Source: an optimization exercise on an open RTL-to-GDS flow (aim: small area and a short achievable clock period). Production flows keep margins and buffers that such runs may drop.
Where RTL was checked, it was by simulation tests only, not by an equivalence proof against the original.
No functional check of the RTL was part of runs 1, 4 and 5.
Power and IR drop assume default switching activity.

==> design.v <==
package iq_pkg;
    localparam int IQ_SIZE = 16;
    localparam int IQ_PTR_W = $clog2(IQ_SIZE);
    localparam int AL_SIZE = 64;
    localparam int AL_TAG_W = $clog2(AL_SIZE);
    localparam int NUM_PR = 64;
    localparam int PR_W = $clog2(NUM_PR);
    localparam int ADDR_W = 32;
    localparam int NUM_LANES = 2;
    localparam int NUM_WB = 4;
    typedef logic [AL_TAG_W-1:0] al_tag_t;
    typedef logic [PR_W-1:0] pr_tag_t;
    typedef logic [IQ_PTR_W-1:0] iq_ptr_t;
    typedef logic [IQ_PTR_W:0] iq_count_t;
    typedef enum logic {
        MEM_READ,
        MEM_WRITE
    } mem_op_e;
    typedef enum logic [2:0] {
        W_BYTE  = 3'b000,
        W_HALF  = 3'b001,
        W_WORD  = 3'b010,
        W_UBYTE = 3'b100,
        W_UHALF = 3'b101
    } mem_width_e;
    typedef struct packed {
        logic [ADDR_W-1:0] pc;
        pr_tag_t rs1;
        pr_tag_t rs2;
        pr_tag_t rd;
        logic uses_rs1;
        logic uses_rs2;
        logic uses_rd;
        logic uses_imm;
        logic [31:0] imm;
        logic is_mem_access;
        logic accesses_csr;
        mem_op_e mem_op;
        mem_width_e width;
        al_tag_t al_addr;
    } iq_entry_t;
    localparam int ENTRY_W = ADDR_W + 3 * PR_W + 4 + 32 + 2 + 1 + 3 + AL_TAG_W;
endpackage
`timescale 1ns/1ps
module mem_issue_queue (
    input  logic clk,
    input  logic reset,
    input  logic [1:0] i_ren_valid,
    input  logic [195:0] i_ren_entry,
    input  logic [3:0] i_ren_src_ready,
    input  logic [3:0] i_wb_valid,
    input  logic [3:0] i_wb_uses_rd,
    input  logic [23:0] i_wb_rd,
    input  logic i_recall,
    input  logic [5:0] i_new_front,
    input  logic [5:0] i_old_front,
    output logic o_stall,
    output logic [1:0] o_iss_valid,
    output logic [195:0] o_iss_entry
);
    localparam int EW = iq_pkg::ENTRY_W;
    localparam int N = iq_pkg::IQ_SIZE;
    logic [EW-1:0] e0;
    logic [EW-1:0] e1;
    assign e0 = i_ren_entry[EW-1:0];
    assign e1 = i_ren_entry[2*EW-1:EW];
    logic q0;
    logic q1;
    assign q0 = i_ren_valid[0] & (e0[11] | e0[10]);
    assign q1 = i_ren_valid[1] & (e1[11] | e1[10]);
    logic [3:0] back;
    logic [3:0] back1;
    logic [3:0] front;
    logic [3:0] front1;
    logic [3:0] cnt;
    logic c15;
    logic c14;
    logic acc;
    assign back1 = back + 4'd1;
    assign front1 = front + 4'd1;
    assign cnt = front - back;
    assign o_stall = (c15 & (q0 | q1)) | (c14 & q0 & q1);
    assign acc = !o_stall && !i_recall;
    logic [3:0] wbv;
    assign wbv = i_wb_valid & i_wb_uses_rd;
    function automatic logic wb_hit(input logic [5:0] tag, input logic [3:0] v,
                                    input logic [23:0] rd);
        logic h;
        h = 1'b0;
        for (int k = 0; k < 4; k++) begin
            h = h | (v[k] && (rd[6*k +: 6] == tag));
        end
        wb_hit = h;
    endfunction
    logic [1:0] rin0;
    logic [1:0] rin1;
    assign rin0[0] = !e0[47] || i_ren_src_ready[0] || wb_hit(e0[65:60], wbv, i_wb_rd);
    assign rin0[1] = !e0[46] || i_ren_src_ready[1] || wb_hit(e0[59:54], wbv, i_wb_rd);
    assign rin1[0] = !e1[47] || i_ren_src_ready[2] || wb_hit(e1[65:60], wbv, i_wb_rd);
    assign rin1[1] = !e1[46] || i_ren_src_ready[3] || wb_hit(e1[59:54], wbv, i_wb_rd);
    logic sel_e0;
    logic sel_o0;
    logic [EW-1:0] d_e;
    logic [EW-1:0] d_o;
    logic [1:0] r_e;
    logic [1:0] r_o;
    assign sel_e0 = !front[0] & q0;
    assign sel_o0 = front[0] & q0;
    assign d_e = sel_e0 ? e0 : e1;
    assign d_o = sel_o0 ? e0 : e1;
    assign r_e = sel_e0 ? rin0 : rin1;
    assign r_o = sel_o0 ? rin0 : rin1;
    logic [EW-1:0] mem [N];
    logic [N-1:0] valid;
    logic [N-1:0] rdy1;
    logic [N-1:0] rdy2;
    logic [N-1:0] wen;
    logic [N-1:0] inr;
    logic [N-1:0] fl;
    logic [N-1:0] start;
    logic wrap;
    assign wrap = i_new_front > i_old_front;
    always_comb begin
        for (int i = 0; i < N; i++) begin
            wen[i] = (4'(i) == front) || ((4'(i) == front1) && !c15);
            if (wrap) begin
                inr[i] = (mem[i][5:0] >= i_new_front) || (mem[i][5:0] < i_old_front);
            end else begin
                inr[i] = (mem[i][5:0] >= i_new_front) && (mem[i][5:0] < i_old_front);
            end
            fl[i] = i_recall && valid[i] && inr[i];
        end
        for (int i = 0; i < N; i++) begin
            start[i] = fl[i] && !fl[(i + N - 1) % N];
        end
    end
    logic [3:0] rec_front;
    logic rec_any;
    always_comb begin
        rec_front = '0;
        for (int i = 0; i < N; i++) begin
            rec_front = rec_front | ({4{start[i]}} & 4'(i));
        end
        rec_any = |start;
    end
    logic h0;
    logic h1;
    assign h0 = valid[back] && rdy1[back] && rdy2[back] && !fl[back];
    assign h1 = h0 && valid[back1] && rdy1[back1] && rdy2[back1] && !fl[back1];
    always_ff @(posedge clk) begin
        for (int i = 0; i < N; i++) begin
            if (wen[i]) begin
                mem[i] <= i[0] ? d_o : d_e;
            end
        end
    end
    always_ff @(posedge clk) begin
        for (int i = 0; i < N; i++) begin
            if (wen[i]) begin
                {rdy2[i], rdy1[i]} <= i[0] ? r_o : r_e;
            end else begin
                if (wb_hit(mem[i][65:60], wbv, i_wb_rd)) rdy1[i] <= 1'b1;
                if (wb_hit(mem[i][59:54], wbv, i_wb_rd)) rdy2[i] <= 1'b1;
            end
        end
    end
    logic [3:0] front_n;
    logic [3:0] back_n;
    logic [3:0] cnt_n;
    always_comb begin
        front_n = front;
        if (i_recall) begin
            if (rec_any) front_n = rec_front;
        end else if (acc) begin
            front_n = front + 4'(q0) + 4'(q1);
        end
        back_n = back + 4'(h0) + 4'(h1);
        cnt_n = front_n - back_n;
    end
    always_ff @(posedge clk) begin
        if (reset) begin
            valid <= '0;
            front <= '0;
            back <= '0;
            c15 <= 1'b0;
            c14 <= 1'b0;
            o_iss_valid <= '0;
        end else begin
            for (int i = 0; i < N; i++) begin
                valid[i] <= (valid[i] && !fl[i] &&
                             !(h0 && (4'(i) == back)) && !(h1 && (4'(i) == back1))) ||
                            (acc && (q0 || q1) && (4'(i) == front)) ||
                            (acc && q0 && q1 && (4'(i) == front1));
            end
            front <= front_n;
            back <= back_n;
            c15 <= cnt_n == 4'd15;
            c14 <= cnt_n == 4'd14;
            o_iss_valid <= {h1, h0};
        end
    end
    logic [N/2-1:0] rsel_e;
    logic [N/2-1:0] rsel_o;
    logic [2:0] eidx_n;
    assign eidx_n = back_n[3:1] + 3'(back_n[0]);
    always_ff @(posedge clk) begin
        for (int k = 0; k < N / 2; k++) begin
            rsel_e[k] <= eidx_n == 3'(k);
            rsel_o[k] <= back_n[3:1] == 3'(k);
        end
    end
    logic [EW-1:0] rd_e;
    logic [EW-1:0] rd_o;
    always_comb begin
        rd_e = '0;
        rd_o = '0;
        for (int k = 0; k < N / 2; k++) begin
            rd_e = rd_e | ({EW{rsel_e[k]}} & mem[2*k]);
            rd_o = rd_o | ({EW{rsel_o[k]}} & mem[2*k+1]);
        end
    end
    always_ff @(posedge clk) begin
        o_iss_entry[EW-1:0] <= back[0] ? rd_o : rd_e;
        o_iss_entry[2*EW-1:EW] <= back[0] ? rd_e : rd_o;
    end
endmodule
==> run.sh <==
#!/bin/bash
# synth_recipe.tcl (not shown) runs the flow's synth.tcl, then flattens the netlist and writes it again
# the make line also repeats each setting of config.mk as NAME=value (left out here)
make -C /OpenROAD-flow-scripts/flow DESIGN_CONFIG=/design/flow/config.mk WORK_HOME=/design/flow/orfs CLKGATE_MAP_FILE= SYNTH_SCRIPT=/design/flow/synth_recipe.tcl finish
==> config.mk <==
export PLATFORM = sky130hd
export DESIGN_NAME = mem_issue_queue
export DESIGN_NICKNAME = mem_issue_queue
export VERILOG_FILES = /design/flow/design.v
export SDC_FILE = /design/flow/constraint.sdc
export NUM_CORES = 4
export LEC_CHECK = 0
export CAP_MARGIN = 20
export CORE_MARGIN = 2
export CORE_UTILIZATION = 40
export SETUP_SLACK_MARGIN = 3.8
export SLEW_MARGIN = 20
==> constraint.sdc <==
create_clock -name core_clock -period 7.5 [get_ports {clk}]
set_input_delay 1.5000 -clock core_clock [delete_from_list [all_inputs] [get_ports {clk}]]
set_output_delay 1.5000 -clock core_clock [all_outputs]
set_load 0.01 [all_outputs]
==> metrics.md, run 1 <==
| Metric | Value |
|---|---|
| Height of the die | `460.2 µm` |
| Wire per inst | `30.79 µm` |
| CTS max path bufs | `3` |
| Grt ovf | `0` |
| Syn Std Cell Area | `around 0.083 mm²` |
| R2r endpoint | `c14` |
| # IOs | `around 450` |
| Gr usage total | `0.2665` |
| CP Capture Point | `c14` |
| Crit. End Element | `flop` |
| CTS tree | `built` |
| Total Wirelength | `around 290,000 µm` |
| Final Slew Violations | `0` |
| Largest net degree at the start of global routing | `approximately 170` |
| Rows | `roughly 170` |
| Worst path required time | `8300 ps` |
| Drt initial violations | `about 6,400` |
| Synth warn | `2` |
| Buf/Inv on CP | `6` |
| Total die area | `about 0.21 mm²` |
| Hold/Removal Path Class | `reg2reg` |
| Largest fanout on the critical path | `7` |
| Dpl hpwl | `171,200 µm` |
| Stages on the worst setup path | `22` |
| Tot Pwr | `27,940 µW` |
| Critical path's slowest cell | `fa_2` |
| Reg-to-reg slack, setup | `1790 ps` |
| Mapped Avg Cell Area | `about 14 µm²` |
| Initial Util | `0.4021` |
| Crit path max-delay family | `adder cells` |
| Worst path cell trace | `buf_4, clkinvlp_4, buf_12, buf_6, ha_4, a2111oi_2, o21ai_1, maj3_2, or2_4, mux4_2, a2bb2oi_4, nand3_4, clkinv_4, buf_6, fa_2, ha_4, fa_2, nor3_4, nand2_1, or4_1, mux2_4, a21boi_2` |
| Power Density | `283.7 mW/mm²` |
| Endpoints failing setup | `0` |
| Die W | `~460 µm` |
| Worst-Skew Late Latency | `860 ps` |
| Fraction of registers with async set/reset | `0` |
| Post-Place Worst Slack | `180.9 ps` |
| Leading cell type in the layout, fill and taps excluded | `edfxtp_1` |
| WP data arrival | `6630 ps` |
| Reg2reg path depth | `22` |
| Worst Setup Slack, final | `1668 ps` |
| Clock Skews | `approximately 31 ps` |
| Leak | `between 0.03 and 0.04 µW` |
| Cells after Synth | `6,164` |
| Slowest stage delay, CP | `570 ps` |
| Ratio of cells with drive above 1 in the final layout | `0.1462` |
| Vias | `56,913` |
| Crit path launch | `i_old_front[1]` |
| Register area share after synthesis | `0.6348` |
| Hold Fails Final Rpt | `0` |
| Nets | `6,860` |
| Worst-path clk slew | `60 ps` |
| Most frequent cells in the layout | `1,600 x edfxtp_1, 785 x a22oi_1, 491 x xor2_1, 404 x clkdlybuf4s50_1, 381 x xnor2_1` |
| Net count after synthesis | `between 6,000 and 7,000` |
| Final GP Congestion | `0.9322` |
| Max-Cap Viols | `0` |
| Initial antenna violation count | `17` |
| Placed inst area | `0.09041 mm²` |
| Max frequency | `0.1715 GHz` |
| Max transition margin | `0.2036` |
| Slew at the pin with the worst max-slew slack | `1195 ps` |
| H-tree depth | `4` |
| Number of synthesized flops with an enable pin | `1,600` |
| Predominant post-synthesis flop cell | `edfxtp_1` |
| Crit share post-route | `0.7776` |
| Core area | `around 0.21 mm²` |
| Routed vias/inst | `6.068` |
| CP Launch Type | `input port` |
| Fin crit period | `around 5800 ps` |
| Clock Sink Count | `1,840` |
| Clock root cell | `clkbuf_16` |
| First drt pass iteration count | `8` |
| Post-Layout Inst Area | `0.09851 mm²` |
| Setup TNS | `0 ps` |
| Drt drc | `0` |
| Cell variety after synth | `89` |
| Filler Cells Inserted | `17,884` |
| P&R area growth vs syn | `18.31%` |
| Setup Crit Path Kind | `in2reg` |
| RSZ-0062 raised after global routing | `yes` |
| Status | `timing/DRC/antenna clean` |
| VDD IR-drop max | `0.0002433 V` |
| Global-route wire length before repair | `407,900 µm` |
| Worst r2r src | `back[1]` |
| Yosys reg bits | `about 1,800` |
| Port Buffer Count | `447` |
| Hold-fix buffers, CTS | `0` |
| Total CTS buffers | `195` |
| Vias in the first global route | `55,677` |
| Detail Route Antenna Nets | `0` |
-- cells in the mapped netlist (51+ instances only) --
master | n | area (µm²)
nor2_1 | 266 | 998.5
nor4_1 | 144 | 900.9
nand4_1 | 264 | 1652
a22oi_1 | 785 | 5893
nor3_1 | 53 | 265.3
inv_1 | 51 | 191.4
edfxtp_1 | 1600 | 48050
and4_1 | 101 | 884.6
dfxtp_1 | 240 | 4805
clkbuf_1 | 413 | 1550
mux2_2 | 199 | 2241
xor2_1 | 492 | 4309
xnor2_1 | 385 | 3372
buf_1 | 176 | 660.6
a21oi_1 | 252 | 1261
ha_1 | 194 | 2427
nand2_1 | 117 | 439.2
-- repair_timing --
item | 4_1_cts | 5_1_grt
setup buffers | 48 | 19
cloned | 1 | 0
gates resized for setup | 191 | 90
endpoints found under the setup margin | 850 | 71
pin swaps | 54 | 26
-- power breakdown --
part	internal (µW)	total, µW	switching [µW]
clock	5650	9820	4170
combinational	2010	5050	3040
sequential	12500	13100	616
total	20100	27900	7830
-- cells by family after synthesis --
kind of cell	count (synthesis)	share of synthesized area
AOI/OAI and AO/OA	1270	0.1077
adders and majority gates	206	0.03105
muxes	214	0.03028
xor gates and xnor gates	877	0.09225
DFF	1840	0.6348
and+or+nand+nor	1104	0.07421
buffers and inverters	653	0.02980
-- how the worst min path moves through the flow --
stage / startpoint / endpoint / slack [ps] / cells after the start
after floorplan: valid[7] / valid[7] / 480 / 2
after global placement: valid[5] / valid[5] / 600 / 2
after detailed placement: valid[5] / valid[5] / 600 / 2
after CTS: valid[5] / valid[5] / 610 / 2
after global routing: valid[3] / valid[3] / 630 / 2
final: valid[5] / valid[5] / 620 / 2
-- worst reg2reg max path, delay by kind of cell (launching register included) --
family	cells	cell delay, ps
AO/OA/AOI/OAI	4	590
multiplexers	2	540
AND/OR/NAND/NOR	8	1400
flip-flops	1	530
adder cells (fa/ha/maj)	4	1340
XOR/XNOR	2	650
buffers and inverters	2	630
-- per-layer routing --
layer / GRT usage / part of all wire / vias up
met5: 0 / 0.00035 / -
li1: - / - / 24147
met2: 0.4103 / 0.45 / 3066
met1: 0.3736 / 0.42 / 29114
met3: 0.05351 / 0.092 / 570
met4: 0.09529 / 0.037 / 16
-- stage by stage --
| stage | cells | utilization | hold WS [ps] |
|---|---|---|---|
| 6_report | 9379 | 0.4757 | 617.5 |
| 5_1_grt | 9374 | 0.4757 | 627.9 |
| 4_1_cts | 9354 | 0.4729 | 609.8 |
| 3_5_place_dp | 8937 | 0.4366 | 597.7 |
| 3_3_place_gp | 8937 | 0.4366 | 603.9 |
| 2_1_floorplan | 6164 | - | 481.5 |
-- flip-flops by register name, summed over array words and instances (netlist names) --
| name | count |
|---|---|
| mem | 1568 |
| o_iss_entry | 196 |
| rdy1 | 16 |
| rdy2 | 16 |
| valid | 16 |
| rsel_e | 8 |
| rsel_o | 8 |
| back | 4 |
| front | 4 |
| o_iss_valid | 2 |
| c14 | 1 |
| c15 | 1 |
-- cell type report --
cell class / instances / area [µm²] / share of cell area
Timing Repair Buffer: 650 / 6266 / 0.06361
Antenna cell: 6 / 15.01 / 0.0001524
Tap cell: 2788 / 3488 / 0.03541
Inverter: 56 / 250.2 / 0.002540
Sequential cell: 1840 / 52920 / 0.5372
Clock inverter: 112 / 1217 / 0.01236
Clock buffer: 256 / 5313 / 0.05393
Multi-Input combinational cell: 3671 / 29040 / 0.2948
==> run 2, diff against run 1 <==
--- a/design.v
+++ b/design.v
@@ -80,4 +80,6 @@
     assign front1 = front + 4'd1;
     assign cnt = front - back;
+    assign c15 = cnt == 4'd15;
+    assign c14 = cnt == 4'd14;
     assign o_stall = (c15 & (q0 | q1)) | (c14 & q0 & q1);
     assign acc = !o_stall && !i_recall;
@@ -165,17 +167,4 @@
         end
     end
-    logic [3:0] front_n;
-    logic [3:0] back_n;
-    logic [3:0] cnt_n;
-    always_comb begin
-        front_n = front;
-        if (i_recall) begin
-            if (rec_any) front_n = rec_front;
-        end else if (acc) begin
-            front_n = front + 4'(q0) + 4'(q1);
-        end
-        back_n = back + 4'(h0) + 4'(h1);
-        cnt_n = front_n - back_n;
-    end
     always_ff @(posedge clk) begin
         if (reset) begin
@@ -183,6 +172,4 @@
             front <= '0;
             back <= '0;
-            c15 <= 1'b0;
-            c14 <= 1'b0;
             o_iss_valid <= '0;
         end else begin
@@ -193,20 +180,24 @@
                             (acc && q0 && q1 && (4'(i) == front1));
             end
-            front <= front_n;
-            back <= back_n;
-            c15 <= cnt_n == 4'd15;
-            c14 <= cnt_n == 4'd14;
+            if (i_recall) begin
+                if (rec_any) front <= rec_front;
+            end else if (acc) begin
+                front <= front + 4'(q0) + 4'(q1);
+            end
+            back <= back + 4'(h0) + 4'(h1);
             o_iss_valid <= {h1, h0};
         end
     end
-    logic [N/2-1:0] rsel_e;
-    logic [N/2-1:0] rsel_o;
-    logic [2:0] eidx_n;
-    assign eidx_n = back_n[3:1] + 3'(back_n[0]);
-    always_ff @(posedge clk) begin
-        for (int k = 0; k < N / 2; k++) begin
-            rsel_e[k] <= eidx_n == 3'(k);
-            rsel_o[k] <= back_n[3:1] == 3'(k);
-        end
+    logic [7:0] rsel_e;
+    logic [7:0] rsel_o;
+    logic swp;
+    logic [2:0] eidx;
+    assign eidx = back[3:1] + 3'(back[0]);
+    always_ff @(posedge clk) begin
+        for (int k = 0; k < 8; k++) begin
+            rsel_e[k] <= eidx == 3'(k);
+            rsel_o[k] <= back[3:1] == 3'(k);
+        end
+        swp <= back[0];
     end
     logic [EW-1:0] rd_e;
@@ -215,12 +206,10 @@
         rd_e = '0;
         rd_o = '0;
-        for (int k = 0; k < N / 2; k++) begin
+        for (int k = 0; k < 8; k++) begin
             rd_e = rd_e | ({EW{rsel_e[k]}} & mem[2*k]);
             rd_o = rd_o | ({EW{rsel_o[k]}} & mem[2*k+1]);
         end
     end
-    always_ff @(posedge clk) begin
-        o_iss_entry[EW-1:0] <= back[0] ? rd_o : rd_e;
-        o_iss_entry[2*EW-1:EW] <= back[0] ? rd_e : rd_o;
-    end
+    assign o_iss_entry[EW-1:0] = swp ? rd_o : rd_e;
+    assign o_iss_entry[2*EW-1:EW] = swp ? rd_e : rd_o;
 endmodule
==> metrics.md, run 2 <==
| Metric | Value |
|---|---|
| Vias | `59,529` |
| Filler Cells Inserted | `16,274` |
| Drt drc | `0` |
| Post-synth top area share | `0.6074` |
| Worst hold slack | `approximately 520 ps` |
| Post-synthesis simple-gate area fraction | `0.07676` |
| Initial antenna violation count | `7` |
| Clock Skews | `roughly 41 ps` |
| Most frequent cells in the layout | `1,600 x edfxtp_1, 515 x xor2_1, 511 x a22oi_1, 353 x xnor2_1, 276 x a22oi_2` |
| Drt initial violations | `7,741` |
| Psw | `~7000 µW` |
| Internal Power | `17,430 µW` |
| H-tree depth | `4` |
| Final GP Congestion | `0.9265` |
| Max reg flops | `1,568` |
| Hold Fails Final Rpt | `0` |
| Slew at the pin with the worst max-slew slack | `1138 ps` |
| CTS tree | `built` |
| Port Buffer Count | `between 400 and 500` |
| Status | `timing/DRC/antenna clean` |
| Synth area leader | `edfxtp_1` |
| Fin crit period | `around 4200 ps` |
| Post-Layout Inst Area | `0.1022 mm²` |
| Main combinational cell family by area after synthesis | `compound AO/OA/AOI/OAI gates` |
| Routed vias/inst | `6.325` |
| Worst path required time | `6000 ps` |
| Final Slew Violations | `0` |
| P&R area growth vs syn | `29.25%` |
| Total CTS buffers | `roughly 170` |
| Most frequent cell after synthesis | `edfxtp_1` |
| Placed inst area | `0.08578 mm²` |
| Register area share after synthesis | `0.6182` |
| Top post-synthesis cells by area | `edfxtp_1 61%, a22oi_1 7.5%, xor2_1 5.7%` |
| Initial Util | `0.4015` |
| Max transition margin | `0.2414` |
| Ratio of cells with drive above 1 in the final layout | `0.3054` |
| Combinational Power Share | `0.229` |
| VDD IR-drop max | `0.0002701 V` |
| Die W | `448.7 µm` |
| Max frequency | `between 0.2 and 0.25 GHz` |
| Biggest register | `mem` |
| Crit share post-route | `0.5596` |
| Vias in the first global route | `57,416` |
| Global-route wire length before repair | `440,000 µm` |
| Cell variety after synth | `78` |
| Fraction of the mapped netlist area in compound gates | `0.1135` |
| CTS max path bufs | `3` |
| Worst-path clk slew | `70 ps` |
| Seq pwr share | `0.434` |
| Wire per inst | `roughly 34 µm` |
| Fraction of registers with async set/reset | `0` |
| Net count after synthesis | `6,426` |
| Power Density | `240.4 mW/mm²` |
| Leading cell type in the layout, fill and taps excluded | `edfxtp_1` |
| Crit. End Element | `output port` |
| Largest fanout on the critical path | `3` |
| Setup Crit Path Kind | `in2out` |
| Dpl hpwl | `166,300 µm` |
| Mapped Avg Cell Area | `13.23 µm²` |
| Syn Std Cell Area | `0.07911 mm²` |
| Hold/Removal Path Class | `reg2reg` |
| Setup TNS | `0 ps` |
| Number of synthesized flops with an enable pin | `1,600` |
| Synth warn | `2` |
| Gr usage total | `0.3044` |
| Core area | `0.1970 mm²` |
| Max-Cap Viols | `0` |
| Hold-fix buffers, CTS | `0` |
| # IOs | `448` |
| Synth Area in Adders | `0.03233` |
| Synth cell count leaders | `1,600 x edfxtp_1, 787 x a22oi_1, 516 x xor2_1` |
| Multiplexer share of the synthesized area | `0.03062` |
| Largest net degree at the start of global routing | `100` |
| CP Launch Type | `input port` |
| Endpoints failing setup | `0` |
| Cells after Synth | `5,981` |
| WP data arrival | `about 2700 ps` |
| Grt ovf | `0` |
| Final core occ | `0.5190` |
| Total Wirelength | `321,500 µm` |
| Clock Power Share | `0.337` |
| Total die area | `0.2013 mm²` |
| Yosys reg bits | `1,643` |
| Rows | `between 150 and 200` |
| Detail Route Antenna Nets | `0` |
| Predominant post-synthesis flop cell | `edfxtp_1` |
| Synth Area in XOR/XNOR | `0.09643` |
| Nets | `7,073` |
| Leak | `around 0.034 µW` |
| Height of the die | `448.7 µm` |
| Clock root cell | `clkbuf_16` |
| Clock Sink Count | `1,643` |
| RSZ-0062 raised after global routing | `yes` |
| First drt pass iteration count | `6` |
| Sw Share | `0.2911` |
| Worst-Skew Late Latency | `850 ps` |
==> run 2: worst max-delay path, stage by stage <==
cell,delay (ps)
buf_8,100
o21ai_4,440
inv_2,140
nor2_4,120
o21ai_2,70
and2_4,170
buf_6,120
==> run 2: power groups by stage <==
stage	Clock, µW	Sequential [µW]	Combinational, µW
after floorplan	0	10700	2390
after global placement	0	10900	4460
after detailed placement	0	10900	4490
after CTS	8320	10700	5190
after global routing	8670	10700	5830
final	8290	10700	5630
==> run 2: routing by layer <==
layer | track usage | routed length, µm | vias to the layer above
li1 | - | - | 24444
met1 | 0.3866 | 119300 | 30331
met2 | 0.4825 | 146500 | 3812
met3 | 0.06342 | 33380 | 940
met4 | 0.1762 | 22270 | 2
met5 | 0 | 13 | -
==> run 2: cell families (layout without fill, tap and decap cells) <==
logic type / after synthesis / count (layout)
flops: 1643 / 1643
compound gates: 1297 / 1300
buf+inv: 669 / 1449
simple gates: 1085 / 1086
mux: 212 / 212
other cells: 0 / 7
fa+ha+maj: 204 / 204
xor+xnor: 871 / 871
==> run 2: cell type report <==
class                      count  area (µm²)  area share
multi-input combinational   3673       31600      0.3091
tap                         2640        3303     0.03231
clock inverter                89       850.8    0.008322
timing repair buffer        1070       12420      0.1215
timing repair inverter         6       58.81   0.0005752
sequential                  1643       48990      0.4792
inverter                      68       510.5    0.004993
antenna                        7       17.52   0.0001713
clock buffer                 216        4491     0.04392
==> run 2: repair_timing <==
action / 4_1_cts / 5_1_grt
buffers inserted: 357 / 88
cloned: 67 / 14
pin swaps: 328 / 270
setup endpoints to repair: 1965 / 774
resized for setup: 1814 / 418
endpoints found under the hold margin: 0 / 0
==> run 2: final timing paths <==
check	startpoint	endpoint	slack, ps	cells after the start
max	i_ren_entry[109]	o_stall	3300	7
min	front[0]	front[0]	520	2
max reg2reg	back[1]	back[3]	3550	17
min reg2reg	front[0]	front[0]	520	2
==> run 2: through the flow <==
stage,total power [µW],instances,worst slack [ps]
after detailed placement,15400,8573,1109
final,24580,9412,3303
after floorplan,13110,5981,2673
after global routing,25170,9407,3306
after CTS,24160,9302,3399
after global placement,15360,8572,1151
==> run 3, diff against run 2 <==
--- a/config.mk
+++ b/config.mk
@@ -9,4 +9,3 @@
 export CORE_MARGIN = 2
 export CORE_UTILIZATION = 40
-export SETUP_SLACK_MARGIN = 3.8
 export SLEW_MARGIN = 20
==> metrics.md, run 3 <==
| Metric | Value |
|---|---|
| Buf/Inv on CP | `3` |
| Worst-Skew Late Latency | `820 ps` |
| Initial antenna violation count | `8` |
| Leading cell type in the layout, fill and taps excluded | `edfxtp_1` |
| Net count after synthesis | `6,426` |
| H-tree depth | `4` |
| Leak | `0.02910 µW` |
| Synth area leader | `edfxtp_1` |
| Initial Util | `0.4015` |
| Cell variety after synth | `around 80` |
| Synth cell count leaders | `1,600 x edfxtp_1, 787 x a22oi_1, 516 x xor2_1` |
| Top post-synthesis cells by area | `edfxtp_1 61%, a22oi_1 7.5%, xor2_1 5.7%` |
| Nets | `around 6,500` |
| Vias in the first global route | `between 50,000 and 60,000` |
| Fraction of registers with async set/reset | `0` |
| Routed vias/inst | `6.130` |
| WP data arrival | `4410 ps` |
| Crit path launch | `i_ren_entry[109]` |
| Synth Area in Adders | `0.03233` |
| Drt drc | `0` |
| Crit. End Element | `output port` |
| Status | `timing/DRC/antenna clean` |
| Setup TNS | `0 ps` |
| Clock Skews | `35.72 ps` |
| Final GP Congestion | `0.9444` |
| Clock Sink Count | `1,643` |
| CP most frequent cell | `clkdlybuf4s50_1` |
| Setup Crit Path Kind | `in2out` |
| CTS max path bufs | `3` |
| Crit path max-delay family | `buffers and inverters` |
| Register area share after synthesis | `0.6182` |
| Worst path cell trace | `clkdlybuf4s50_1, o21ai_1, inv_1, nor2_1, o21ai_0, and2_1, clkdlybuf4s50_1` |
| Number of synthesized flops with an enable pin | `1,600` |
| Worst path required time | `6000 ps` |
| Rows | `163` |
| Most frequent cells in the layout | `1,600 x edfxtp_1, 787 x a22oi_1, 516 x xor2_1, 423 x clkdlybuf4s50_1, 355 x xnor2_1` |
| CTS tree | `built` |
| Fraction of the mapped netlist area in compound gates | `0.1135` |
| Yosys reg bits | `1,643` |
| Power Density | `255.1 mW/mm²` |
| Vias | `54,425` |
| Fin crit period | `between 5000 and 6000 ps` |
| First drt pass iteration count | `6` |
| Detail Route Antenna Nets | `0` |
| Mapped Avg Cell Area | `13.23 µm²` |
| Total CTS buffers | `roughly 170` |
| RSZ-0062 raised after global routing | `no` |
| Max reg flops | `1,568` |
| Biggest register | `mem` |
| Gr usage total | `0.2613` |
| Largest net degree at the start of global routing | `136` |
| Hold-fix buffers, CTS | `0` |
| Main combinational cell family by area after synthesis | `compound AO/OA/AOI/OAI gates` |
| Max transition margin | `0.1900` |
| Cells after Synth | `5,981` |
| Endpoints failing setup | `0` |
| Total die area | `just over 0.2 mm²` |
| CP Launch Type | `input port` |
| Total Wirelength | `272,000 µm` |
| Worst r2r src | `back[0]` |
| Drt initial violations | `about 6,100` |
| Syn Std Cell Area | `0.07911 mm²` |
| Ratio of cells with drive above 1 in the final layout | `0.09819` |
| Grt ovf | `0` |
| Synth warn | `2` |
| # IOs | `448` |
| Dpl hpwl | `~170,000 µm` |
| Clock root cell | `clkbuf_16` |
| Post-synthesis simple-gate area fraction | `0.07676` |
| Non-filler instance count after layout | `roughly 8,900` |
| Crit share post-route | `0.7884` |
| Slew at the pin with the worst max-slew slack | `roughly 1200 ps` |
| VDD IR-drop max | `0.0002327 V` |
| Worst-path clk slew | `60 ps` |
| Slowest stage delay, CP | `930 ps` |
| Post-CTS Setup Bufs | `0` |
| Final core occ | `0.4620` |
| Hold/Removal Path Class | `reg2reg` |
| Port Buffer Count | `447` |
| Core area | `0.1970 mm²` |
| Multiplexer share of the synthesized area | `0.03062` |
| Max-Cap Viols | `0` |
| Post-Layout Inst Area | `0.09102 mm²` |
| Post-synth top area share | `0.6074` |
| Hold Fails Final Rpt | `0` |
| Predominant post-synthesis flop cell | `edfxtp_1` |
| HP Start | `valid[0]` |
| Largest fanout on the critical path | `4` |
| DP Cell Count | `8,570` |
| Height of the die | `448.7 µm` |
| Final Slew Violations | `0` |
| Critical path's slowest cell | `o21ai_1` |
| Most frequent cell after synthesis | `edfxtp_1` |
| Max frequency | `0.1691 GHz` |
| Global-route wire length before repair | `roughly 390,000 µm` |
| Placed inst area | `0.08576 mm²` |
| Wire per inst | `around 31 µm` |
| P&R area growth vs syn | `15.06%` |
| CTS resizes | `0` |
| Synth Area in XOR/XNOR | `0.09643` |
| Die W | `448.7 µm` |
==> run 3: cell count changes in the layout (fill, tap and decap cells not counted), moves of 57 or more <==
cell,before,now
a22oi_1,511,787
a22oi_2,276,0
clkdlybuf4s50_1,207,423
buf_2,199,18
buf_4,251,85
buf_6,158,0
nor2_1,142,248
a21oi_1,173,273
a21oi_2,92,0
buf_16,92,0
buf_12,105,24
nor2_4,59,2
==> run 3: cells by family after synthesis <==
logic type,after synthesis
flops,1643
compound gates,1297
simple gates,1085
xor+xnor,871
buf+inv,669
mux,212
fa+ha+maj,204
==> run 3: layer usage <==
metal | vias up | wire [µm] | global-route usage | share of wire
li1 | 23305 | - | - | -
met3 | 602 | 19910 | 0.04020 | 0.073
met5 | - | 0 | 0 | 0
met4 | 0 | 14560 | 0.1293 | 0.054
met2 | 2588 | 129100 | 0.4267 | 0.47
met1 | 27930 | 108400 | 0.3392 | 0.40
==> run 3: where the power goes <==
part | switching, µW | total, µW | internal [µW]
Sequential | 272 | 10700 | 10500
Combinational | 2560 | 4430 | 1870
Clock | 3530 | 8050 | 4510
==> run 3: cell type report <==
cell class                 instances  area [µm²]
timing repair buffer             550        5443
clock inverter                    96       885.9
inverter                          68       327.8
fill                           17579      106000
antenna                            6       15.01
sequential                      1643       48970
tap                             2640        3303
multi-input combinational       3669       27720
clock buffer                     207        4350
==> run 3: worst paths after layout <==
check / to / slack (ps) / cells past startpoint
setup / recovery: o_stall / 1590 / 7
hold / removal: valid[0] / 600 / 2
setup reg to reg: back[3] / 2210 / 13
hold reg to reg: valid[0] / 600 / 2
==> run 3: worst reg2reg max path, delay by kind of cell, from the launching register on <==
family	cells	cell delay [ps]
AND/OR/NAND/NOR	2	700
adder cells (fa/ha/maj)	2	1340
AO/OA/AOI/OAI	7	2050
buffers and inverters	2	850
flip-flops	1	300
==> run 3: metrics by stage <==
step                      hold slack, ps  setup slack, ps  total power [µW]
after floorplan                    399.6            288.3             13090
after global placement             563.8             1086             15290
after detailed placement           578.6             1073             15330
after CTS                          585.7             1658             23300
after global routing               609.3             1452             23960
final                              604.9             1587             23220
==> run 4, diff against run 3 <==
--- a/design.v
+++ b/design.v
@@ -69,8 +69,19 @@
     assign q0 = i_ren_valid[0] & (e0[11] | e0[10]);
     assign q1 = i_ren_valid[1] & (e1[11] | e1[10]);
+    function automatic logic ge6(input logic [5:0] a, input logic [5:0] b);
+        logic r;
+        r = 1'b1;
+        for (int k = 0; k < 6; k++) begin
+            r = (a[k] & ~b[k]) | (~(a[k] ^ b[k]) & r);
+        end
+        ge6 = r;
+    endfunction
     logic [3:0] back;
     logic [3:0] back1;
+    logic [3:0] back2;
+    logic [3:0] backm2;
     logic [3:0] front;
     logic [3:0] front1;
+    logic [3:0] front2;
     logic [3:0] cnt;
     logic c15;
@@ -78,8 +89,9 @@
     logic acc;
     assign back1 = back + 4'd1;
+    assign back2 = back + 4'd2;
+    assign backm2 = back - 4'd2;
     assign front1 = front + 4'd1;
+    assign front2 = front + 4'd2;
     assign cnt = front - back;
-    assign c15 = cnt == 4'd15;
-    assign c14 = cnt == 4'd14;
     assign o_stall = (c15 & (q0 | q1)) | (c14 & q0 & q1);
     assign acc = !o_stall && !i_recall;
@@ -122,12 +134,12 @@
     logic [N-1:0] start;
     logic wrap;
-    assign wrap = i_new_front > i_old_front;
+    assign wrap = !ge6(i_old_front, i_new_front);
     always_comb begin
         for (int i = 0; i < N; i++) begin
             wen[i] = (4'(i) == front) || ((4'(i) == front1) && !c15);
             if (wrap) begin
-                inr[i] = (mem[i][5:0] >= i_new_front) || (mem[i][5:0] < i_old_front);
+                inr[i] = ge6(mem[i][5:0], i_new_front) || !ge6(mem[i][5:0], i_old_front);
             end else begin
-                inr[i] = (mem[i][5:0] >= i_new_front) && (mem[i][5:0] < i_old_front);
+                inr[i] = ge6(mem[i][5:0], i_new_front) && !ge6(mem[i][5:0], i_old_front);
             end
             fl[i] = i_recall && valid[i] && inr[i];
@@ -167,4 +179,57 @@
         end
     end
+    logic na1;
+    logic na2;
+    logic na0;
+    logic ni0;
+    logic ni1;
+    logic ni2;
+    assign na2 = acc & q0 & q1;
+    assign na1 = acc & (q0 ^ q1);
+    assign na0 = !na1 & !na2;
+    assign ni2 = h1;
+    assign ni1 = h0 & !h1;
+    assign ni0 = !h0;
+    logic e15;
+    logic e14;
+    logic e13;
+    logic e12;
+    logic dz;
+    logic dp1;
+    logic dp2;
+    logic dm1;
+    logic c15_n;
+    logic c14_n;
+    assign e15 = cnt == 4'd15;
+    assign e14 = cnt == 4'd14;
+    assign e13 = cnt == 4'd13;
+    assign e12 = cnt == 4'd12;
+    assign dz = (na0 & ni0) | (na1 & ni1) | (na2 & ni2);
+    assign dp1 = (na1 & ni0) | (na2 & ni1);
+    assign dp2 = na2 & ni0;
+    assign dm1 = (na0 & ni1) | (na1 & ni2);
+    always_comb begin
+        if (i_recall) begin
+            c15_n = e15 & !rec_any & ni0;
+            c14_n = (!rec_any & ((e15 & ni1) | (e14 & ni0))) |
+                    (rec_any & e15 & start[backm2] & ni0);
+        end else begin
+            c15_n = (e15 & dz) | (e14 & dp1) | (e13 & dp2);
+            c14_n = (e15 & dm1) | (e14 & dz) | (e13 & dp1) | (e12 & dp2);
+        end
+    end
+    logic [3:0] front_n;
+    logic [3:0] back_n;
+    always_comb begin
+        front_n = front;
+        if (i_recall) begin
+            if (rec_any) front_n = rec_front;
+        end else if (na2) begin
+            front_n = front2;
+        end else if (na1) begin
+            front_n = front1;
+        end
+        back_n = h1 ? back2 : h0 ? back1 : back;
+    end
     always_ff @(posedge clk) begin
         if (reset) begin
@@ -172,4 +237,6 @@
             front <= '0;
             back <= '0;
+            c15 <= 1'b0;
+            c14 <= 1'b0;
             o_iss_valid <= '0;
         end else begin
@@ -177,27 +244,28 @@
                 valid[i] <= (valid[i] && !fl[i] &&
                              !(h0 && (4'(i) == back)) && !(h1 && (4'(i) == back1))) ||
-                            (acc && (q0 || q1) && (4'(i) == front)) ||
-                            (acc && q0 && q1 && (4'(i) == front1));
-            end
-            if (i_recall) begin
-                if (rec_any) front <= rec_front;
-            end else if (acc) begin
-                front <= front + 4'(q0) + 4'(q1);
-            end
-            back <= back + 4'(h0) + 4'(h1);
+                            ((na1 || na2) && (4'(i) == front)) ||
+                            (na2 && (4'(i) == front1));
+            end
+            front <= front_n;
+            back <= back_n;
+            c15 <= c15_n;
+            c14 <= c14_n;
             o_iss_valid <= {h1, h0};
         end
     end
-    logic [7:0] rsel_e;
-    logic [7:0] rsel_o;
-    logic swp;
-    logic [2:0] eidx;
-    assign eidx = back[3:1] + 3'(back[0]);
-    always_ff @(posedge clk) begin
-        for (int k = 0; k < 8; k++) begin
-            rsel_e[k] <= eidx == 3'(k);
-            rsel_o[k] <= back[3:1] == 3'(k);
-        end
-        swp <= back[0];
+    logic [N/2-1:0] rsel_e;
+    logic [N/2-1:0] rsel_o;
+    logic adv_e;
+    logic adv_o;
+    assign adv_e = h1 | (h0 & !back[0]);
+    assign adv_o = h1 | (h0 & back[0]);
+    always_ff @(posedge clk) begin
+        if (reset) begin
+            rsel_e <= 8'd1;
+            rsel_o <= 8'd1;
+        end else begin
+            if (adv_e) rsel_e <= {rsel_e[6:0], rsel_e[7]};
+            if (adv_o) rsel_o <= {rsel_o[6:0], rsel_o[7]};
+        end
     end
     logic [EW-1:0] rd_e;
@@ -206,10 +274,12 @@
         rd_e = '0;
         rd_o = '0;
-        for (int k = 0; k < 8; k++) begin
+        for (int k = 0; k < N / 2; k++) begin
             rd_e = rd_e | ({EW{rsel_e[k]}} & mem[2*k]);
             rd_o = rd_o | ({EW{rsel_o[k]}} & mem[2*k+1]);
         end
     end
-    assign o_iss_entry[EW-1:0] = swp ? rd_o : rd_e;
-    assign o_iss_entry[2*EW-1:EW] = swp ? rd_e : rd_o;
+    always_ff @(posedge clk) begin
+        o_iss_entry[EW-1:0] <= back[0] ? rd_o : rd_e;
+        o_iss_entry[2*EW-1:EW] <= back[0] ? rd_e : rd_o;
+    end
 endmodule
--- a/config.mk
+++ b/config.mk
@@ -9,3 +9,4 @@
 export CORE_MARGIN = 2
 export CORE_UTILIZATION = 40
+export SETUP_SLACK_MARGIN = 3.8
 export SLEW_MARGIN = 20
==> metrics.md, run 4 <==
| Metric | Value |
|---|---|
| Die W | `461.3 µm` |
| Reg-to-reg slack, setup | `3500 ps` |
| P&R area growth vs syn | `17.71%` |
| Dpl hpwl | `171,300 µm` |
| Height of the die | `461.3 µm` |
| Buf/Inv on CP | `3` |
| Drt drc | `0` |
| CTS max path bufs | `3` |
| Yosys reg bits | `1,840` |
| Max frequency | `~0.24 GHz` |
| Hold Fails Final Rpt | `0` |
| Register area share after synthesis | `0.6317` |
| Endpoints failing setup | `0` |
| Biggest register | `mem` |
| Port Buffer Count | `447` |
| Final GP Congestion | `0.9246` |
| Post-synth top area share | `0.5743` |
| Ratio of cells with drive above 1 in the final layout | `0.1363` |
| Total die area | `between 0.2 and 0.25 mm²` |
| Predominant post-synthesis flop cell | `edfxtp_1` |
| # IOs | `448` |
| Crit path max-delay family | `simple AND/OR/NAND/NOR gates` |
| Seq pwr share | `0.472` |
| VDD IR-drop max | `0.0002635 V` |
| Setup TNS | `0 ps` |
| Clock Power Share | `0.352` |
| Core area | `0.2075 mm²` |
| RSZ-0062 raised after global routing | `yes` |
| Syn Std Cell Area | `0.08367 mm²` |
| Routed vias/inst | `6.117` |
| Clock root cell | `clkbuf_16` |
| Rows | `167` |
| Gr usage total | `0.2701` |
| Max reg flops | `between 1,500 and 2,000` |
| Top post-synthesis cells by area | `edfxtp_1 57%, a22oi_1 7.1%, dfxtp_1 5.7%` |
| Cells after Synth | `6,245` |
| Detail Route Antenna Nets | `0` |
| Nets | `approximately 6,900` |
| WP data arrival | `~5000 ps` |
| Fraction of registers with async set/reset | `0` |
| Hold/Removal Path Class | `reg2reg` |
| Synth warn | `2` |
| Max transition margin | `0.2278` |
| Clock Skews | `a little under 50 ps` |
| Sw Share | `0.2729` |
| Vias | `between 50,000 and 60,000` |
| Initial antenna violation count | `13` |
| Crit share post-route | `0.5648` |
| First drt pass iteration count | `6` |
| Max-Cap Viols | `0` |
| Psw | `7320 µW` |
| Leak | `around 0.032 µW` |
| Hold-fix buffers, CTS | `0` |
| Power Density | `272.4 mW/mm²` |
| Worst path required time | `8240 ps` |
| Wire per inst | `31.17 µm` |
| Slowest stage delay, CP | `420 ps` |
| H-tree depth | `4` |
| Crit. End Element | `flop` |
| Leading cell type in the layout, fill and taps excluded | `edfxtp_1` |
| Total Wirelength | `about 290,000 µm` |
| Net count after synthesis | `6,680` |
| Drt initial violations | `6,558` |
| Clock Sink Count | `roughly 1,800` |
| Synth area leader | `edfxtp_1` |
| Worst path cell trace | `buf_8, clkinvlp_4, buf_4, ha_1, a2111oi_2, o31ai_2, maj3_1, and3_2, nand2_1, nor4b_2, nand3_2, o32a_1, or4_1, o31ai_1` |
| Worst hold slack | `663.9 ps` |
| CTS tree | `built` |
| Most frequent cells in the layout | `1,600 x edfxtp_1, 785 x a22oi_1, 449 x xnor2_1, 424 x xor2_1, 403 x clkdlybuf4s50_1` |
| Largest net degree at the start of global routing | `103` |
| Cell variety after synth | `between 80 and 90` |
| Number of synthesized flops with an enable pin | `1,600` |
| Largest regs | `mem: 1568 flops, o_iss_entry: 196 flops` |
| Worst-Skew Late Latency | `850 ps` |
| Mapped Avg Cell Area | `13.40 µm²` |
| Critical path's slowest cell | `or4_1` |
| Status | `timing/DRC/antenna clean` |
| Most frequent cell after synthesis | `edfxtp_1` |
| Global-route wire length before repair | `414,300 µm` |
| Combinational Power Share | `0.176` |
| Slew at the pin with the worst max-slew slack | `1129 ps` |
| Internal Power | `between 15,000 and 20,000 µW` |
| Grt ovf | `0` |
| CP Launch Type | `input port` |
| Vias in the first global route | `between 50,000 and 60,000` |
| Final Slew Violations | `0` |
| Total CTS buffers | `185` |
| Initial Util | `0.4032` |
| Fin crit period | `around 4200 ps` |
| Largest fanout on the critical path | `7` |
| Worst-path clk slew | `60 ps` |
| Synth cell count leaders | `1,600 x edfxtp_1, 786 x a22oi_1, 465 x clkbuf_1` |
| Setup Crit Path Kind | `in2reg` |
==> run 4: changes by cell type after synthesis, moves of 15 or more <==
cell	previous run	this run
a21oi_1	273	258
nor3_1	41	20
clkbuf_1	445	465
dfxtp_1	43	240
o21ai_0	56	86
nor2_1	250	270
xnor2_1	355	450
nor4_1	158	134
o41ai_1	2	17
or4_1	7	24
xor2_1	516	424
inv_1	64	39
nand3_1	41	62
==> run 4: logic make-up after synthesis <==
| group | share of synthesized area |
|---|---|
| AOI/OAI and AO/OA | 0.1127 |
| xor gates and xnor gates | 0.09149 |
| adders and majority gates | 0.02963 |
| buffers and inverters | 0.02936 |
| DFF | 0.6317 |
| muxes | 0.03103 |
| and+or+nand+nor | 0.07406 |
==> run 4: metrics by stage <==
step	power (µW)	area, µm²	instances	worst slack [ps]	util
after CTS	26880	98050	9392	3266	0.4725
after detailed placement	17300	90300	8956	1111	0.4352
final	26830	98480	9410	3264	0.4746
after floorplan	14900	83840	6245	2831	-
after global placement	17280	90290	8956	1180	0.4351
after global routing	27690	98480	9407	3218	0.4746
==> run 4: layout make-up <==
type / instances / area, µm²
inverter: 40 / 261.5
antenna: 3 / 7.507
fill: 17987 / 109000
timing repair buffer: 634 / 6276
clock inverter: 87 / 998.5
multi-input combinational: 3758 / 29260
sequential: 1840 / 52910
clock buffer: 260 / 5279
tap: 2788 / 3488
==> run 4: tightest hold or removal path, cell delays in order (launching register included) <==
cell and delay [ps]:
edfxtp_1 330, a22oi_1 60, nand4_1 90, nor2_1 40
a21oi_1 100
==> run 4: power by group through the flow <==
stage                     Clock [µW]  Sequential (µW)  Combinational, µW
after floorplan                    0            12800               2100
after global placement             0            12900               4400
after detailed placement           0            12900               4430
after CTS                       9580            12700               4650
after global routing            9980            12700               5000
final                           9460            12700               4710
==> run 4: worst paths after layout <==
| check | from | end | cells after the start |
|---|---|---|---|
| setup reg to reg | back[0] | c15 | 13 |
| hold reg to reg | mem[13][80] | o_iss_entry[178] | 4 |
| hold / removal | mem[13][80] | o_iss_entry[178] | 4 |
| setup / recovery | i_new_front[1] | c15 | 14 |
==> run 4: what timing repair did <==
item                       CTS  global route
pin swaps                   68            41
setup endpoints to repair  276           346
cloned                       3             1
gates resized for setup    248            79
setup buffers               86            14
==> run 4: routing by layer <==
layer | GRT usage | wire length, µm
met1 | 0.3654 | 119300
met2 | 0.4256 | 133600
met4 | 0.1175 | 13950
met5 | 0 | 83
met3 | 0.04809 | 26350
==> run 5, diff against run 4 <==
==> flow/run.sh (new file) <==
#!/bin/bash
# The standard layout, with plain buffers (buf_2) on the ports instead of the
# delay cells buffer_ports picks on its own. make's output goes to make.log.
set -euo pipefail
bash standard.sh 'BUFFER_PORTS_ARGS=-buffer_cell sky130_fd_sc_hd__buf_2' finish > make.log 2>&1
==> standard.sh (new file) <==
#!/bin/bash
# synth_recipe.tcl (not shown) runs the flow's synth.tcl, then flattens the netlist and writes it again
# the make line also repeats each setting of config.mk as NAME=value (left out here)
make -C /OpenROAD-flow-scripts/flow DESIGN_CONFIG=/design/flow/config.mk WORK_HOME=/design/flow/orfs CLKGATE_MAP_FILE= SYNTH_SCRIPT=/design/flow/synth_recipe.tcl "${@:-finish}"
removed: run.sh
==> metrics.md, run 5 <==
| Metric | Value |
|---|---|
| Global-route wire length before repair | `412,800 µm` |
| Nets | `around 7,000` |
| Top post-synthesis cells by area | `edfxtp_1 57%, a22oi_1 7.1%, dfxtp_1 5.7%` |
| CTS tree | `built` |
| Endpoints failing setup | `0` |
| Dpl hpwl | `171,300 µm` |
| Synth warn | `2` |
| P&R area growth vs syn | `14.98%` |
| Filler Cells Inserted | `around 18,000` |
| Crit path launch | `i_new_front[2]` |
| Final Slew Violations | `0` |
| Hold-fix buffers, CTS | `0` |
| First drt pass iteration count | `8` |
| Ratio of cells with drive above 1 in the final layout | `0.1947` |
| Height of the die | `461.3 µm` |
| Synth cell count leaders | `1,600 x edfxtp_1, 786 x a22oi_1, 465 x clkbuf_1` |
| Hold/Removal Path Class | `reg2reg` |
| Number of synthesized flops with an enable pin | `around 1,600` |
| Slew at the pin with the worst max-slew slack | `1171 ps` |
| Detail Route Antenna Nets | `0` |
| Multi-input gate area | `0.02947 mm²` |
| Tot Pwr | `25,720 µW` |
| Largest fanout on the critical path | `6` |
| RSZ-0062 raised after global routing | `yes` |
| Biggest register | `mem` |
| Crit. End Element | `flop` |
| WP data arrival | `5020 ps` |
| Routed vias/inst | `6.133` |
| Fraction of registers with async set/reset | `0` |
| Cell variety after synth | `84` |
| Register area share after synthesis | `0.6317` |
| Hold Fails Final Rpt | `0` |
| Hold Crit Depth | `4` |
| Largest net degree at the start of global routing | `103` |
| Grt ovf | `0` |
| Final core occ | `0.4636` |
| Clock Sink Count | `approximately 1,800` |
| Port Buffer Count | `about 450` |
| Yosys reg bits | `1,840` |
| CP Launch Type | `input port` |
| Largest regs | `mem: 1568 flops, o_iss_entry: 196 flops` |
| CTS max path bufs | `3` |
| Mapped Avg Cell Area | `approximately 13 µm²` |
| Vias | `approximately 58,000` |
| Status | `timing/DRC/antenna clean` |
| Syn Std Cell Area | `~0.084 mm²` |
| Worst r2r src | `back[1]` |
| H-tree depth | `4` |
| Most frequent cell after synthesis | `edfxtp_1` |
| Crit share post-route | `0.5733` |
| Worst-path clk slew | `~60 ps` |
| Total CTS buffers | `183` |
| Leading cell type in the layout, fill and taps excluded | `edfxtp_1` |
| Reg2reg path depth | `15` |
| Setup Crit Path Kind | `in2reg` |
| Gr usage total | `0.2679` |
| Rows | `167` |
| Wire per inst | `31.12 µm` |
| Max frequency | `0.2326 GHz` |
| Fin crit period | `4300 ps` |
| Drt initial violations | `6,408` |
| Post-synth top area share | `0.5743` |
| Initial antenna violation count | `24` |
| Worst path required time | `8220 ps` |
| Drt drc | `0` |
| Net count after synthesis | `6,680` |
| Die W | `461.3 µm` |
| Final GP Congestion | `0.9246` |
| Predominant post-synthesis flop cell | `edfxtp_1` |
| VDD IR-drop max | `0.0002563 V` |
| Power Density | `approximately 270 mW/mm²` |
| Register area | `~0.053 mm²` |
| Setup TNS | `0 ps` |
| Max-Cap Viols | `0` |
| HP Start | `mem[13][78]` |
| Most frequent cells in the layout | `1,600 x edfxtp_1, 786 x a22oi_1, 450 x xnor2_1, 423 x xor2_1, 411 x buf_2` |
| # IOs | `448` |
| Worst-Skew Late Latency | `about 840 ps` |
| Total Wirelength | `292,700 µm` |
| Clock Skews | `35.90 ps` |
| Clock root cell | `clkbuf_16` |
| Max reg flops | `1,568` |
| Cells after Synth | `6,245` |
| Synth area leader | `edfxtp_1` |
| Leak | `0.03144 µW` |
| Max transition margin | `0.2191` |
| Initial Util | `0.4032` |
| Vias in the first global route | `about 57,000` |
| Core area | `0.2075 mm²` |
| Total die area | `0.2128 mm²` |
## run 5: cell counts after synthesis
Identical to the previous run, type by type.
## run 5: final cells by class
type	count	share of cell area
Tap cell	2788	0.03626
Clock inverter	77	0.007583
Timing Repair Buffer	636	0.04491
Antenna cell	9	0.0002341
Clock buffer	254	0.05219
Inverter	40	0.002432
Sequential cell	1840	0.5501
Multi-Input combinational cell	3759	0.3063
## run 5: critical path: stages
cell,delay (ps)
buf_4,100
clkinvlp_4,80
buf_12,150
buf_4,130
ha_1,200
a2111oi_1,510
o31ai_2,180
maj3_1,410
and3_1,310
nand2_1,170
nor4b_2,340
nand3_2,150
o32a_1,320
or4_1,390
o31ai_1,70
## run 5: routing by layer
layer	track usage	wire, µm	vias to the layer above
li1	-	-	24464
met1	0.3621	121100	29432
met2	0.4194	132200	3059
met3	0.05134	25400	690
met4	0.1173	13870	20
met5	0	111	-
## run 5: power breakdown
part,switching (µW),internal (µW),leakage (µW),total (µW)
Sequential,491,12100,0.0167,12600
Clock,3900,4960,0.00277,8860
Combinational,2750,1490,0.0120,4240
Total,7140,18600,0.0314,25700
## run 5: timing repair
action / 4_1_cts / 5_1_grt
resized for setup: 217 / 77
buffers inserted: 81 / 29
pin swaps: 51 / 39
gates cloned: 4 / 2
endpoints found under the setup margin: 407 / 365
## run 5: cells by family after synthesis
group                    count (synthesis)  synth area share
flip-flops                            1840            0.6317
AO/OA/AOI/OAI                         1347            0.1127
AND/OR/NAND/NOR                       1109           0.07406
XOR/XNOR                               874           0.09149
buffers and inverters                  649           0.02936
multiplexers                           226           0.03103
adder cells (fa/ha/maj)                200           0.02963
## run 5: path summary, 6_finish.rpt
path              slack, ps               end
hold reg to reg         650  o_iss_entry[176]
hold / removal          650  o_iss_entry[176]
setup reg to reg       3470               c15
setup / recovery       3200               c15
## run 5: metrics by stage
step                      cells  cell area [µm²]  hold slack (ps)  worst slack (ps)
final                      9403            96200            645.4              3200
after CTS                  9363            95560            654.0              3326
after global placement     8947            88100            624.6              1364
after detailed placement   8947            88100            644.3              1387
after floorplan            6245            83840            552.5              2831
after global routing       9399            96190            694.7              3120
==> run 6, diff against run 5 <==
--- a/design.v
+++ b/design.v
@@ -43,4 +43,18 @@
 endpackage
 `timescale 1ns/1ps
+module iq_stall (
+    input  logic [1:0] i_ren_valid,
+    input  logic [3:0] i_kind,   
+    input  logic i_c15,
+    input  logic i_c14,
+    output logic o_stall
+);
+    logic q0;
+    logic q1;
+    assign q0 = i_ren_valid[0] & (i_kind[1] | i_kind[0]);
+    assign q1 = i_ren_valid[1] & (i_kind[3] | i_kind[2]);
+    assign o_stall = (i_c15 & (q0 | q1)) | (i_c14 & q0 & q1);
+endmodule
+`timescale 1ns/1ps
 module mem_issue_queue (
     input  logic clk,
@@ -80,5 +94,4 @@
     logic [3:0] back1;
     logic [3:0] back2;
-    logic [3:0] backm2;
     logic [3:0] front;
     logic [3:0] front1;
@@ -90,10 +103,17 @@
     assign back1 = back + 4'd1;
     assign back2 = back + 4'd2;
-    assign backm2 = back - 4'd2;
     assign front1 = front + 4'd1;
     assign front2 = front + 4'd2;
     assign cnt = front - back;
-    assign o_stall = (c15 & (q0 | q1)) | (c14 & q0 & q1);
-    assign acc = !o_stall && !i_recall;
+    logic stall;
+    assign stall = (c15 & (q0 | q1)) | (c14 & q0 & q1);
+    assign acc = !stall && !i_recall;
+    iq_stall u_stall (
+        .i_ren_valid (i_ren_valid),
+        .i_kind      ({e1[11], e1[10], e0[11], e0[10]}),
+        .i_c15       (c15),
+        .i_c14       (c14),
+        .o_stall     (o_stall)
+    );
     logic [3:0] wbv;
     assign wbv = i_wb_valid & i_wb_uses_rd;
@@ -149,6 +169,13 @@
         end
     end
+    logic [3:0] frontm1;
+    logic [3:0] frontm2;
+    logic fl_y;
+    logic fl_y2;
+    assign frontm1 = front - 4'd1;
+    assign frontm2 = front - 4'd2;
+    assign fl_y = fl[frontm1];
+    assign fl_y2 = fl[frontm2];
     logic [3:0] rec_front;
-    logic rec_any;
     always_comb begin
         rec_front = '0;
@@ -156,5 +183,4 @@
             rec_front = rec_front | ({4{start[i]}} & 4'(i));
         end
-        rec_any = |start;
     end
     logic h0;
@@ -211,7 +237,7 @@
     always_comb begin
         if (i_recall) begin
-            c15_n = e15 & !rec_any & ni0;
-            c14_n = (!rec_any & ((e15 & ni1) | (e14 & ni0))) |
-                    (rec_any & e15 & start[backm2] & ni0);
+            c15_n = e15 & !fl_y & ni0;
+            c14_n = (!fl_y & ((e15 & ni1) | (e14 & ni0))) |
+                    (e15 & fl_y & !fl_y2 & ni0);
         end else begin
             c15_n = (e15 & dz) | (e14 & dp1) | (e13 & dp2);
@@ -224,5 +250,5 @@
         front_n = front;
         if (i_recall) begin
-            if (rec_any) front_n = rec_front;
+            if (fl_y) front_n = rec_front;
         end else if (na2) begin
             front_n = front2;
--- a/config.mk
+++ b/config.mk
@@ -8,5 +8,6 @@
 export CAP_MARGIN = 20
 export CORE_MARGIN = 2
-export CORE_UTILIZATION = 40
+export CORE_UTILIZATION = 60
 export SETUP_SLACK_MARGIN = 3.8
 export SLEW_MARGIN = 20
+export SYNTH_HIERARCHICAL = 1
==> metrics.md, run 6 <==
| Metric | Value |
|---|---|
| RSZ-0062 raised after global routing | `yes` |
| Placed inst area | `0.08715 mm²` |
| Top post-synthesis cells by area | `edfxtp_1 57%, a22oi_1 7.1%, dfxtp_1 5.7%` |
| Vias in the first global route | `56,320` |
| Core area | `~0.14 mm²` |
| P&R area growth vs syn | `13.44%` |
| Mapped Avg Cell Area | `13.34 µm²` |
| Largest fanout on the critical path | `7` |
| Max reg flops | `about 1,600` |
| Clock Skews | `roughly 49 ps` |
| Most frequent cell after synthesis | `edfxtp_1` |
| Slew at the pin with the worst max-slew slack | `approximately 1100 ps` |
| Leak | `about 0.032 µW` |
| Leading cell type in the layout, fill and taps excluded | `edfxtp_1` |
| Hold-fix buffers, CTS | `0` |
| Initial Util | `0.6027` |
| Total Wirelength | `272,600 µm` |
| Rows | `137` |
| Setup Crit Path Kind | `in2reg` |
| HP Start | `valid[10]` |
| Worst-path clk slew | `about 70 ps` |
| Sw Share | `0.3434` |
| Hold/Removal Path Class | `reg2reg` |
| Internal Power | `22,750 µW` |
| DP Cell Count | `a little over 8,000` |
| Crit share post-route | `0.5512` |
| Max-Cap Viols | `0` |
| Largest net degree at the start of global routing | `roughly 190` |
| Height of the die | `377.9 µm` |
| Nets | `6,917` |
| Total CTS buffers | `183` |
| Endpoints failing setup | `0` |
| Gr usage total | `0.3771` |
| Yosys reg bits | `1,840` |
| Net count after synthesis | `6,724` |
| Routed vias/inst | `6.812` |
| Combinational Power Share | `0.284` |
| Worst r2r src | `back[1]` |
| First drt pass iteration count | `6` |
| Synth warn | `8` |
| Setup TNS | `0 ps` |
| Fraction of registers with async set/reset | `0` |
| Max frequency | `0.2419 GHz` |
| Crit. End Element | `flop` |
| Initial antenna violation count | `27` |
| Post-synth top area share | `0.5727` |
| VDD IR-drop max | `0.0005583 V` |
| Port Buffer Count | `about 450` |
| Final Slew Violations | `0` |
| Global-route wire length before repair | `390,500 µm` |
| Crit path launch | `i_old_front[1]` |
| Wire per inst | `31.96 µm` |
| Clock Sink Count | `1,840` |
| Power Density | `roughly 360 mW/mm²` |
| Status | `timing/DRC/antenna clean` |
| Ratio of cells with drive above 1 in the final layout | `0.1927` |
| Post-Layout Inst Area | `around 0.095 mm²` |
| Worst path required time | `8230 ps` |
| WP data arrival | `4860 ps` |
| Largest regs | `mem: 1568 flops, o_iss_entry: 196 flops` |
| H-tree depth | `4` |
| Total die area | `0.1428 mm²` |
| Cell variety after synth | `89` |
| Psw | `between 10,000 and 15,000 µW` |
| CP Launch Type | `input port` |
| Cells after Synth | `6,288` |
| Detail Route Antenna Nets | `0` |
| Max transition margin | `0.2379` |
| Die W | `377.9 µm` |
| Grt ovf | `0` |
| CTS tree | `built` |
| Number of synthesized flops with an enable pin | `roughly 1,600` |
| Seq pwr share | `0.454` |
| Final core occ | `0.6838` |
| Most frequent cells in the layout | `1,600 x edfxtp_1, 788 x a22oi_1, 448 x xnor2_1, 427 x xor2_1, 422 x buf_2` |
| Drt initial violations | `6,728` |
| Dpl hpwl | `approximately 150,000 µm` |
| Hold Fails Final Rpt | `0` |
| Synth area leader | `edfxtp_1` |
| # IOs | `448` |
| Predominant post-synthesis flop cell | `edfxtp_1` |
| Register area share after synthesis | `0.6300` |
| Vias | `roughly 58,000` |
| Drt drc | `0` |
| Syn Std Cell Area | `about 0.084 mm²` |
| Biggest register | `mem` |
| Worst-Skew Late Latency | `approximately 830 ps` |
| Final GP Congestion | `~0.94` |
| Fin crit period | `roughly 4100 ps` |
| Clock Power Share | `0.262` |
| Non-filler instance count after layout | `8,529` |
| CTS max path bufs | `3` |
| Tot Pwr | `34,660 µW` |
| Clock root cell | `clkbuf_16` |
| Synth cell count leaders | `1,600 x edfxtp_1, 788 x a22oi_1, 486 x clkbuf_1` |
-- run 6: changes by cell type after synthesis, sizes merged, moves of 14 or more --
cell    before  now
a21o         7   27
clkbuf     465  488
or3          4   18
a21oi      258  273
nor4       136  116
o41ai       17   33
-- run 6: critical path, stage by stage --
cell,delay (ps)
buf_4,110
clkinvlp_4,130
buf_4,160
buf_6,110
ha_1,200
nor4_1,280
o21ai_1,150
a31o_2,260
maj3_2,330
o32a_1,330
o41ai_4,310
nor3_4,110
buf_6,140
buf_12,120
and2_4,140
a311o_1,340
a21oi_1,130
-- run 6: routing by layer --
layer / track usage / wire length [µm]
met5: 0 / 124
met4: 0.1628 / 12930
met3: 0.08062 / 28360
met2: 0.5977 / 126200
met1: 0.5056 / 105000
-- run 6: through the flow --
stage | setup WS [ps] | hold WS, ps
2_1_floorplan | 2881 | 459.8
3_3_place_gp | 1650 | 506.7
3_5_place_dp | 1594 | 508.9
4_1_cts | 3546 | 517.8
5_1_grt | 3301 | 551.8
6_report | 3366 | 531.0
-- run 6: cells by family (layout without fill, tap and decap cells) --
logic type	Yosys count	in the layout	synth area share
compound gates	1365	1366	0.1136
flops	1840	1840	0.6300
simple gates	1122	1123	0.07475
xor+xnor	875	875	0.09135
mux	228	228	0.03077
other cells	0	11	0
fa+ha+maj	199	199	0.02951
buf+inv	659	1011	0.03010
-- run 6: path summary, 6_finish.rpt --
kind	end	slack (ps)	cells after the start
setup / recovery	valid[4]	3370	17
hold / removal	valid[10]	530	2
setup reg to reg	rsel_e[1]	3580	13
hold reg to reg	valid[10]	530	2
-- run 6: area by class of cell --
| cell class | instances | area [µm²] |
|---|---|---|
| Multi-Input combinational cell | 3791 | 29550 |
| Clock buffer | 256 | 5087 |
| Clock inverter | 90 | 942.2 |
| Inverter | 38 | 187.7 |
| Sequential cell | 1840 | 52920 |
| Fill cell | 9904 | 44020 |
| Timing Repair Buffer | 627 | 4119 |
| Antenna cell | 11 | 27.53 |
| Tap cell | 1876 | 2347 |
-- run 6: timing repair --
item	in CTS	in global routing
cloned	3	1
pin swaps	81	53
buffers inserted	89	15
setup endpoints to repair	233	214
resized for setup	150	75
-- run 6: Yosys stat by module (local to each module, per instance) --
module,copies in the design,flip-flops and latches,cell area (µm²),cells inside
iq_stall,1,0,26.28,5
mem_issue_queue,1,1840,83870,6283
-- run 6: power groups by stage --
stage / Sequential (µW) / Clock (µW) / Combinational, µW
floorplan: 15600 / 0 / 5570
global placement: 15900 / 0 / 9090
detailed placement: 15900 / 0 / 9200
CTS: 15700 / 9150 / 9550
global route: 15900 / 9550 / 10500
finish: 15700 / 9090 / 9840

-- what the ideal ports hide --
Ports are ideal in the flow. The routed layouts listed here were re-timed in OpenROAD. Step 1 (the two cells are an assumption about what drives the block):
set clk [get_ports {clk}]
set_driving_cell -lib_cell sky130_fd_sc_hd__clkbuf_16 $clk
set_driving_cell -lib_cell sky130_fd_sc_hd__buf_2 [delete_from_list [all_inputs] $clk]
Step 2, shift: input delay + t, output delay - t, t = (earliest + latest rising clock arrival at the registers) / 2. This alone moves slack from input paths to output paths. Three values: ideal, step 1, step 2; two values: the first two.
run	t, ns	setup slack, ns	pins driven straight from the clock port
run 1	0.936	1.668 / 1.720 / 0.784	1
run 2	0.909	3.303 / 3.264 / 2.497	1
run 3	0.887	1.587 / 1.564 / 0.929	1
run 4	0.909	3.264 / 3.292 / 2.383	1
run 5	0.907	3.200 / 3.258 / 2.351	1
run 6	0.883	3.366 / 3.414 / 2.530	1
After both steps every run listed still meets setup and hold. For run 1, which loses most, drivers alone change the setup slack by +0.052 ns; drivers and shift together by -0.884 ns.
